This design comes from an exercise in tuning for small area on the open sky130 flow, not from production work.
At most, simulation tests tie the RTL to the original design; equivalence was not proved.
No driver is modelled on the clock port, so clocking that relies on it looks cheaper here than on a real chip.
Power figures rest on the tool's default switching activity, not on a simulated workload.

==> flow/design.v (excerpt) <==
module pool_core_mc
#(
    parameter int DATA_WIDTH  = 8,
    parameter int WIN_H       = 3,
    parameter int WIN_W       = 3,
    parameter int CH_NUM      = 4,
    parameter int RECIP_SHIFT = 16
) (
    input  logic                                     clk,
    input  logic                                     reset,
    input  logic                                     din_vld,
    output logic                                     din_rdy,
    input  logic                                     din_mode,
    input  logic [CH_NUM*WIN_H*WIN_W*DATA_WIDTH-1:0] din,
    output logic                                     dout_vld,
    input  logic                                     dout_rdy,
    output logic [CH_NUM*DATA_WIDTH-1:0]             dout
);
For scale: about 330 I/O pins, about 18000 sq um of cells after synthesis.
Settings: LEC_CHECK=0, ABC_AREA=1, CAP_MARGIN=20, CORE_MARGIN=2, CORE_UTILIZATION=40, SLEW_MARGIN=20; clock period 6.5 ns.
standard.sh (not shown) runs the stock make flow with config.mk's settings and CLKGATE_MAP_FILE= SYNTH_SCRIPT=/design/flow/synth_recipe.tcl, a recipe that flattens the netlist after the stock synthesis.
==> flow/flow/run.sh <==
#!/bin/bash
# The standard ORFS layout, with these changes to how it is built:
#  - synthesis is the standard synthesis script (synth_recipe.tcl and the
#    ORFS synth.tcl it sources), run hierarchically, with three changes made
#    to a copy of ORFS's synth.tcl: ABC maps the combinational logic with
#    flow/abc_map.script (area-recovering mapping under a delay target),
#    except in module pool_lane_a (the first stage's maximum and word
#    select), mapped with flow/abc_map_a.script (the same with a looser
#    delay target), and module pool_lane_b (the second pipeline stage's
#    arithmetic, which has a whole clock cycle), mapped with
#    flow/abc_map_b.script (area mapping);
#    full/half adders are extracted only in the adder network module
#    pool_sum9; and yosys's synth skips its early "abc -fast" (SYNTH_ARGS
#    -noabc) so that extraction sees the adder network as written. Registers
#    are untouched; the design is flattened and renamed as synth_recipe.tcl does;
#  - the port buffers that global placement inserts on every input and output
#    are the small sky130_fd_sc_hd__buf_1 instead of the tool's default pick;
set -euo pipefail
work=$PWD
sed -e 's#^source $::env(SCRIPTS_DIR)/synth_preamble.tcl#&\nset abc_args [lreplace $abc_args 1 1 '"$work"'/flow/abc_map.script]#' \
    -e 's#^  extract_fa {\*}\[dont_use_extract_fa_args\]#& pool_sum9#' \
    -e 's#^  log_cmd abc {\*}$abc_args$#  log_cmd abc {*}[lreplace $abc_args 1 1 '"$work"'/flow/abc_map_a.script] pool_lane_a\n  log_cmd abc {*}[lreplace $abc_args 1 1 '"$work"'/flow/abc_map_b.script] pool_lane_b\n&#' \
    "$FLOW_HOME/scripts/synth.tcl" > "$work/own_synth_orfs.tcl"
grep -q 'extract_fa {\*}\[dont_use_extract_fa_args\] pool_sum9' "$work/own_synth_orfs.tcl"
grep -q 'abc_map.script' "$work/own_synth_orfs.tcl"
grep -q 'abc_map_b.script\] pool_lane_b' "$work/own_synth_orfs.tcl"
grep -q 'abc_map_a.script\] pool_lane_a' "$work/own_synth_orfs.tcl"
sed "s#source \$::env(SCRIPTS_DIR)/synth.tcl#source $work/own_synth_orfs.tcl#" \
    "$work/synth_recipe.tcl" > "$work/own_synth.tcl"
grep -q own_synth_orfs.tcl "$work/own_synth.tcl"
export BUFFER_PORTS_ARGS="-buffer_cell sky130_fd_sc_hd__buf_1"
export CTS_ARGS="-sink_clustering_enable -repair_clock_nets -dont_use_dummy_load -buf_list {sky130_fd_sc_hd__clkbuf_8}"
bash standard.sh "SYNTH_SCRIPT=$work/own_synth.tcl" SYNTH_HIERARCHICAL=1 SYNTH_ARGS=-noabc finish > standard_flow.log 2>&1
==> flow/flow/abc_map_a.script <==
strash
dch
map -D 3500
topo
stime -c
buffer -c
upsize -c
dnsize -c
Other scripts of this flow, unchanged in this note and not shown: flow/flow/abc_map.script, flow/flow/abc_map_b.script
The baseline completed without violations.
==> next run, changes <==
--- a/flow/flow/run.sh
+++ b/flow/flow/run.sh
@@ -30,4 +30,4 @@
 grep -q own_synth_orfs.tcl "$work/own_synth.tcl"
 export BUFFER_PORTS_ARGS="-buffer_cell sky130_fd_sc_hd__buf_1"
-export CTS_ARGS="-sink_clustering_enable -repair_clock_nets -dont_use_dummy_load -buf_list {sky130_fd_sc_hd__clkbuf_8}"
+export CTS_ARGS="-sink_clustering_enable -repair_clock_nets -dont_use_dummy_load -buf_list {sky130_fd_sc_hd__clkbuf_4 sky130_fd_sc_hd__clkbuf_8}"
 bash standard.sh "SYNTH_SCRIPT=$work/own_synth.tcl" SYNTH_HIERARCHICAL=1 SYNTH_ARGS=-noabc finish > standard_flow.log 2>&1
==> flow/flow/abc_map_a.script (replaced) <==
strash
dch
map -D 4000
topo
stime -c
buffer -c
upsize -c
dnsize -c
Clock skew falls by 4.7 ps. Combinational power rises by about 4%. Hold slack degrades by 4.7 ps. Total power rises by 2.7%. Area after synthesis falls by 3.0%. Die area falls by about 3%. Synthesized cell count falls by 4.5%. Routed wire length is about the same. Via count hardly moves. Non-clock buffer count rises by 91.
==> next run, changes <==
--- a/flow/flow/run.sh
+++ b/flow/flow/run.sh
@@ -30,4 +30,5 @@
 grep -q own_synth_orfs.tcl "$work/own_synth.tcl"
 export BUFFER_PORTS_ARGS="-buffer_cell sky130_fd_sc_hd__buf_1"
-export CTS_ARGS="-sink_clustering_enable -repair_clock_nets -dont_use_dummy_load -buf_list {sky130_fd_sc_hd__clkbuf_4 sky130_fd_sc_hd__clkbuf_8}"
-bash standard.sh "SYNTH_SCRIPT=$work/own_synth.tcl" SYNTH_HIERARCHICAL=1 SYNTH_ARGS=-noabc finish > standard_flow.log 2>&1
+export REMOVE_ABC_BUFFERS=1
+export CTS_ARGS="-sink_clustering_enable -repair_clock_nets -dont_use_dummy_load -sink_clustering_size 10 -buf_list {sky130_fd_sc_hd__clkbuf_4 sky130_fd_sc_hd__clkbuf_8}"
+bash standard.sh "SYNTH_SCRIPT=$work/own_synth.tcl" SYNTH_HIERARCHICAL=1 SYNTH_ARGS=-noabc GPL_TIMING_DRIVEN=0 finish > standard_flow.log 2>&1
==> flow/flow/abc_map_a.script (replaced) <==
strash
dch
map -D 3500
topo
stime -c
buffer -c
upsize -c
dnsize -c
Outcome:
- clock power is about the same
- area after synthesis rises by 3.1%
- worst setup slack gets better by 120 ps
- total power goes down by 1.7%
- die area rose by 3.1%
- sequential power hardly moves
- register-to-register slack is better by 80 ps
==> next run, changes <==
--- a/flow/flow/run.sh
+++ b/flow/flow/run.sh
@@ -30,5 +30,4 @@
 grep -q own_synth_orfs.tcl "$work/own_synth.tcl"
 export BUFFER_PORTS_ARGS="-buffer_cell sky130_fd_sc_hd__buf_1"
-export REMOVE_ABC_BUFFERS=1
 export CTS_ARGS="-sink_clustering_enable -repair_clock_nets -dont_use_dummy_load -sink_clustering_size 10 -buf_list {sky130_fd_sc_hd__clkbuf_4 sky130_fd_sc_hd__clkbuf_8}"
-bash standard.sh "SYNTH_SCRIPT=$work/own_synth.tcl" SYNTH_HIERARCHICAL=1 SYNTH_ARGS=-noabc GPL_TIMING_DRIVEN=0 finish > standard_flow.log 2>&1
+bash standard.sh "SYNTH_SCRIPT=$work/own_synth.tcl" SYNTH_HIERARCHICAL=1 SYNTH_ARGS=-noabc finish > standard_flow.log 2>&1
Result: Cell count went up by 2.6%. Die area is unchanged. Clock skew came out higher by 5.1 ps. Final area is about the same. Non-clock buffer count goes up by 83. Setup slack gets better by 22 ps. Synthesized area does not change. Routed wire length barely changes. Total power is lower by 0.93%. Core utilization barely changes.
==> next run, changes <==
--- a/flow/flow/run.sh
+++ b/flow/flow/run.sh
@@ -30,4 +30,4 @@
 grep -q own_synth_orfs.tcl "$work/own_synth.tcl"
 export BUFFER_PORTS_ARGS="-buffer_cell sky130_fd_sc_hd__buf_1"
-export CTS_ARGS="-sink_clustering_enable -repair_clock_nets -dont_use_dummy_load -sink_clustering_size 10 -buf_list {sky130_fd_sc_hd__clkbuf_4 sky130_fd_sc_hd__clkbuf_8}"
+export CTS_ARGS="-sink_clustering_enable -repair_clock_nets -dont_use_dummy_load -sink_clustering_max_diameter 40 -buf_list {sky130_fd_sc_hd__clkbuf_4 sky130_fd_sc_hd__clkbuf_8}"
 bash standard.sh "SYNTH_SCRIPT=$work/own_synth.tcl" SYNTH_HIERARCHICAL=1 SYNTH_ARGS=-noabc finish > standard_flow.log 2>&1
After rerunning: The changed run completed without violations; wire length stays the same; final area stays the same; clock skew is unchanged; global-route usage stays the same.
No functional check of the RTL was part of any run of this note.

* * *

build 32:
Another version of the RTL of pool_core_mc (not shown whole).
Size: roughly 330 I/O pins, about 18000 sq um of cells after synthesis.
Design pool_core_mc, start of the top module:
module pool_core_mc
#(
    parameter int DATA_WIDTH  = 8,
    parameter int WIN_H       = 3,
    parameter int WIN_W       = 3,
    parameter int CH_NUM      = 4,
    parameter int RECIP_SHIFT = 16
) (
    input  logic                                     clk,
    input  logic                                     reset,
    input  logic                                     din_vld,
    output logic                                     din_rdy,
    input  logic                                     din_mode,
    input  logic [CH_NUM*WIN_H*WIN_W*DATA_WIDTH-1:0] din,
    output logic                                     dout_vld,
    input  logic                                     dout_rdy,
    output logic [CH_NUM*DATA_WIDTH-1:0]             dout
);
export LEC_CHECK = 0
export ABC_AREA = 1
export CAP_MARGIN = 20
export CORE_MARGIN = 2
export CORE_UTILIZATION = 40
export SLEW_MARGIN = 20
create_clock -name core_clock -period 6.5 [get_ports {clk}]
==> flow/flow/run.sh <==
#!/bin/bash
# The standard ORFS layout, with these changes to how it is built:
#  - synthesis is the standard synthesis script (synth_recipe.tcl and the
#    ORFS synth.tcl it sources), run hierarchically, with three changes made
#    to a copy of ORFS's synth.tcl: ABC maps the combinational logic with
#    flow/abc_map.script (area-recovering mapping under a delay target),
#    except in module pool_lane_a (the first stage's maximum and word
#    select), mapped with flow/abc_map_a.script (the same with a looser
#    delay target), and module pool_lane_b (the second pipeline stage's
#    arithmetic, which has a whole clock cycle), mapped with
#    flow/abc_map_b.script (area mapping);
#    full/half adders are extracted only in the adder network module
#    pool_sum9; and yosys's synth skips its early "abc -fast" (SYNTH_ARGS
#    -noabc) so that extraction sees the adder network as written. Registers
#    are untouched; the design is flattened and renamed as synth_recipe.tcl does;
#  - the port buffers that global placement inserts on every input and output
#    are the small sky130_fd_sc_hd__buf_1 instead of the tool's default pick;
set -euo pipefail
work=$PWD
sed -e 's#^source $::env(SCRIPTS_DIR)/synth_preamble.tcl#&\nset abc_args [lreplace $abc_args 1 1 '"$work"'/flow/abc_map.script]#' \
    -e 's#^  extract_fa {\*}\[dont_use_extract_fa_args\]#& pool_sum9#' \
    -e 's#^  log_cmd abc {\*}$abc_args$#  log_cmd abc {*}[lreplace $abc_args 1 1 '"$work"'/flow/abc_map_a.script] pool_lane_a\n  log_cmd abc {*}[lreplace $abc_args 1 1 '"$work"'/flow/abc_map_b.script] pool_lane_b\n&#' \
    "$FLOW_HOME/scripts/synth.tcl" > "$work/own_synth_orfs.tcl"
grep -q 'extract_fa {\*}\[dont_use_extract_fa_args\] pool_sum9' "$work/own_synth_orfs.tcl"
grep -q 'abc_map.script' "$work/own_synth_orfs.tcl"
grep -q 'abc_map_b.script\] pool_lane_b' "$work/own_synth_orfs.tcl"
grep -q 'abc_map_a.script\] pool_lane_a' "$work/own_synth_orfs.tcl"
sed "s#source \$::env(SCRIPTS_DIR)/synth.tcl#source $work/own_synth_orfs.tcl#" \
    "$work/synth_recipe.tcl" > "$work/own_synth.tcl"
grep -q own_synth_orfs.tcl "$work/own_synth.tcl"
export BUFFER_PORTS_ARGS="-buffer_cell sky130_fd_sc_hd__buf_1"
export GPL_KEEP_OVERFLOW=0
export CTS_ARGS="-sink_clustering_enable -repair_clock_nets -dont_use_dummy_load -buf_list {sky130_fd_sc_hd__clkbuf_8 sky130_fd_sc_hd__clkbuf_16}"
bash standard.sh "SYNTH_SCRIPT=$work/own_synth.tcl" SYNTH_HIERARCHICAL=1 SYNTH_ARGS=-noabc finish > standard_flow.log 2>&1
==> flow/flow/abc_map_a.script <==
strash
dch
amap
topo
stime -c
upsize -c
dnsize -c
Other scripts of this flow, unchanged in this note and not shown: flow/flow/abc_map.script, flow/flow/abc_map_b.script
Setup changes, build 32 to build 56
diff --git a/flow/flow/run.sh b/flow/flow/run.sh
--- a/flow/flow/run.sh
+++ b/flow/flow/run.sh
@@ -32,2 +32 @@
-export GPL_KEEP_OVERFLOW=0
-export CTS_ARGS="-sink_clustering_enable -repair_clock_nets -dont_use_dummy_load -buf_list {sky130_fd_sc_hd__clkbuf_8 sky130_fd_sc_hd__clkbuf_16}"
+export CTS_ARGS="-sink_clustering_enable -repair_clock_nets -dont_use_dummy_load -buf_list {sky130_fd_sc_hd__clkbuf_4 sky130_fd_sc_hd__clkbuf_8}"
==> flow/flow/abc_map_a.script <==
strash
dch
map -D 3500
topo
stime -c
buffer -c
upsize -c
dnsize -c
- For the clock group share of total power, build 56 came in 2.5 points lower than build 32 did.
- Going from build 32 to build 56, worst setup slack now larger, final area higher, post-placement worst setup slack now larger.
- Compared to build 32, build 56 has total buffers and inverters traversed by the critical path 5 lower.
- Build 56 vs. build 32: complex-gate fraction of the synthesized area now smaller, actual slew at the worst max-slew pin now larger, total power now larger, net total in the final layout now larger.
- Diff build 32 -> build 56 | combinational-cell power consumption | increase of about 6%

* * *

Starting RTL as in the previous note.
export LEC_CHECK = 0
export ABC_AREA = 1
export CAP_MARGIN = 20
export CORE_MARGIN = 2
export CORE_UTILIZATION = 40
export SLEW_MARGIN = 20
create_clock -name core_clock -period 6.5 [get_ports {clk}]
==> flow/flow/run.sh <==
#!/bin/bash
# The standard ORFS layout, with these changes to how it is built:
#  - synthesis is the standard synthesis script (synth_recipe.tcl and the
#    ORFS synth.tcl it sources), run hierarchically, with three changes made
#    to a copy of ORFS's synth.tcl: ABC maps the combinational logic with
#    flow/abc_map.script (area-recovering mapping under a delay target),
#    except in module pool_lane_a (the first stage's maximum and word
#    select), mapped with flow/abc_map_a.script (the same with a looser
#    delay target), and module pool_lane_b (the second pipeline stage's
#    arithmetic, which has a whole clock cycle), mapped with
#    flow/abc_map_b.script (area mapping);
#    full/half adders are extracted only in the adder network module
#    pool_sum9; and yosys's synth skips its early "abc -fast" (SYNTH_ARGS
#    -noabc) so that extraction sees the adder network as written. Registers
#    are untouched; the design is flattened and renamed as synth_recipe.tcl does;
#  - the port buffers that global placement inserts on every input and output
#    are the small sky130_fd_sc_hd__buf_1 instead of the tool's default pick;
set -euo pipefail
work=$PWD
sed -e 's#^source $::env(SCRIPTS_DIR)/synth_preamble.tcl#&\nset abc_args [lreplace $abc_args 1 1 '"$work"'/flow/abc_map.script]#' \
    -e 's#^  extract_fa {\*}\[dont_use_extract_fa_args\]#& pool_sum9#' \
    -e 's#^  log_cmd abc {\*}$abc_args$#  log_cmd abc {*}[lreplace $abc_args 1 1 '"$work"'/flow/abc_map_a.script] pool_lane_a\n  log_cmd abc {*}[lreplace $abc_args 1 1 '"$work"'/flow/abc_map_b.script] pool_lane_b\n&#' \
    "$FLOW_HOME/scripts/synth.tcl" > "$work/own_synth_orfs.tcl"
grep -q 'extract_fa {\*}\[dont_use_extract_fa_args\] pool_sum9' "$work/own_synth_orfs.tcl"
grep -q 'abc_map.script' "$work/own_synth_orfs.tcl"
grep -q 'abc_map_b.script\] pool_lane_b' "$work/own_synth_orfs.tcl"
grep -q 'abc_map_a.script\] pool_lane_a' "$work/own_synth_orfs.tcl"
sed "s#source \$::env(SCRIPTS_DIR)/synth.tcl#source $work/own_synth_orfs.tcl#" \
    "$work/synth_recipe.tcl" > "$work/own_synth.tcl"
grep -q own_synth_orfs.tcl "$work/own_synth.tcl"
export BUFFER_PORTS_ARGS="-buffer_cell sky130_fd_sc_hd__buf_1"
export GPL_KEEP_OVERFLOW=0
export CTS_ARGS="-sink_clustering_enable -repair_clock_nets -dont_use_dummy_load -buf_list {sky130_fd_sc_hd__clkbuf_4 sky130_fd_sc_hd__clkbuf_8}"
bash standard.sh "SYNTH_SCRIPT=$work/own_synth.tcl" SYNTH_HIERARCHICAL=1 SYNTH_ARGS=-noabc finish > standard_flow.log 2>&1
==> flow/flow/abc_map_a.script <==
strash
dch
amap
topo
stime -c
upsize -c
dnsize -c
Other scripts of this flow, unchanged in this note and not shown: flow/flow/abc_map.script, flow/flow/abc_map_b.script
The starting point finished clean.
Rerun with:
--- a/flow/flow/run.sh
+++ b/flow/flow/run.sh
@@ -32,0 +33 @@
+export POST_CTS_TCL="$work/flow/post_cts.tcl"
==> flow/flow/post_cts.tcl (new file) <==
set upsized 0
foreach net [get_nets clknet_*] {
  set loads [get_pins -of_objects $net -filter "direction==input"]
  if { [llength $loads] > 14 } {
    set drv [get_pins -of_objects $net -filter "direction==output"]
    set inst [get_cells -of_objects $drv]
    if { [get_property $inst ref_name] == "sky130_fd_sc_hd__clkbuf_8" } {
      replace_cell $inst sky130_fd_sc_hd__clkbuf_16
      incr upsized
    }
  }
}
puts "post_cts: upsized $upsized clock buffers"
if { $upsized > 0 } {
  detailed_placement
  check_placement -verbose
  estimate_parasitics -placement
}
Die area stays the same; via count rises slightly; fmax falls slightly; sequential share of layout area decreases by 0.27 points.
Rerun with:
--- a/flow/flow/run.sh
+++ b/flow/flow/run.sh
@@ -32,2 +31,0 @@
-export GPL_KEEP_OVERFLOW=0
-export POST_CTS_TCL="$work/flow/post_cts.tcl"
==> flow/flow/abc_map_a.script (replaced) <==
strash
dch
amap
topo
stime -c
removed: flow/flow/post_cts.tcl
Outcome: Synthesized cell count stays the same; worst setup slack loses 0.077 ns; count of clock-buffer cells in the layout does not change; synthesized area hardly moves; total power barely changes; sequential power barely changes; non-clock buffer count came out higher by 66; via count came out higher by 2.1%; maximum frequency came out lower by 1.2%; final cell count came out higher by 2.4%.
Rerun with:
==> flow/flow/abc_map_a.script (replaced) <==
strash
dch
amap
topo
stime -c
upsize -c
dnsize -c
After rerunning: The changed run passed the timing, DRC and antenna checks; count of clock-buffer cells in the layout stays the same; routed wire length barely changes; cell area drops by 1.3%; first-iteration DRC count falls by 11%; setup slack improves by 0.12 ns; final cell count drops by about 1.5%; total power is about the same.
Rerun with:
--- a/flow/flow/run.sh
+++ b/flow/flow/run.sh
@@ -31,0 +32 @@
+export GPL_KEEP_OVERFLOW=0
==> flow/flow/abc_map_a.script (replaced) <==
strash
dch
amap
topo
stime -c
Routed wire length came out lower by 1.4%.
Worst setup slack got worse by 0.13 ns.
Cell area stays flat.

==> port drivers added, routing unchanged <==
In the flow no input, the clock included, has a driving cell. The finished layouts below were timed again as built, in two steps.
Step 1 sets driving cells, clkbuf_16 on the clock port and buf_2 on the other inputs (assumed; they add their load-dependent delay and slew).
Step 2 also shifts input and output timing later by t, the mid clock arrival at the registers, as if the neighbouring blocks saw the same clock.
Slacks: ideal ports / drivers / drivers and shift; pairs: ideal ports / drivers.
| run | t (ns) | slack for setup (ns) | worst setup path after step 2 | clock arrival spread, ns | cell pins on the clock port's net |
|---|---|---|---|---|---|
| the first run of note 1 | 0.473 | 0.308 / 0.329 / -0.144 | input to register | 0.055 / 0.054 | 1 |
| the second run of note 1 | 0.474 | 0.169 / 0.180 / -0.294 | input to register | 0.056 / 0.057 | 1 |
| the third run of note 1 | 0.469 | 0.285 / 0.305 / -0.164 | input to register | 0.055 / 0.054 | 1 |
| the fourth run of note 1 | 0.473 | 0.308 / 0.329 / -0.144 | input to register | 0.055 / 0.054 | 1 |
| the fifth run of note 1 | 0.473 | 0.308 / 0.329 / -0.144 | input to register | 0.055 / 0.054 | 1 |
| build 32 | 0.454 | 0.308 / 0.326 / -0.128 | input to register | 0.038 / 0.038 | 1 |
| build 56 | 0.480 | 0.737 / 0.759 / 0.279 | input to register | 0.040 / 0.040 | 1 |
| the first run of note 3 | 0.478 | 0.302 / 0.321 / -0.157 | input to register | 0.053 / 0.053 | 1 |
| the second run of note 3 | 0.419 | 0.272 / 0.297 / -0.122 | input to register | 0.034 / 0.034 | 1 |
| the third run of note 3 | 0.478 | 0.195 / 0.213 / -0.264 | input to register | 0.053 / 0.053 | 1 |
| the fourth run of note 3 | 0.477 | 0.311 / 0.333 / -0.143 | input to register | 0.059 / 0.059 | 1 |
| the fifth run of note 3 | 0.479 | 0.179 / 0.196 / -0.283 | input to register | 0.040 / 0.040 | 1 |
With both steps, setup timing fails in 11 of these runs, where it was met with ideal ports. For the second run of note 1, which loses most, drivers alone change the setup slack by +0.011 ns; drivers and shift together by -0.463 ns.
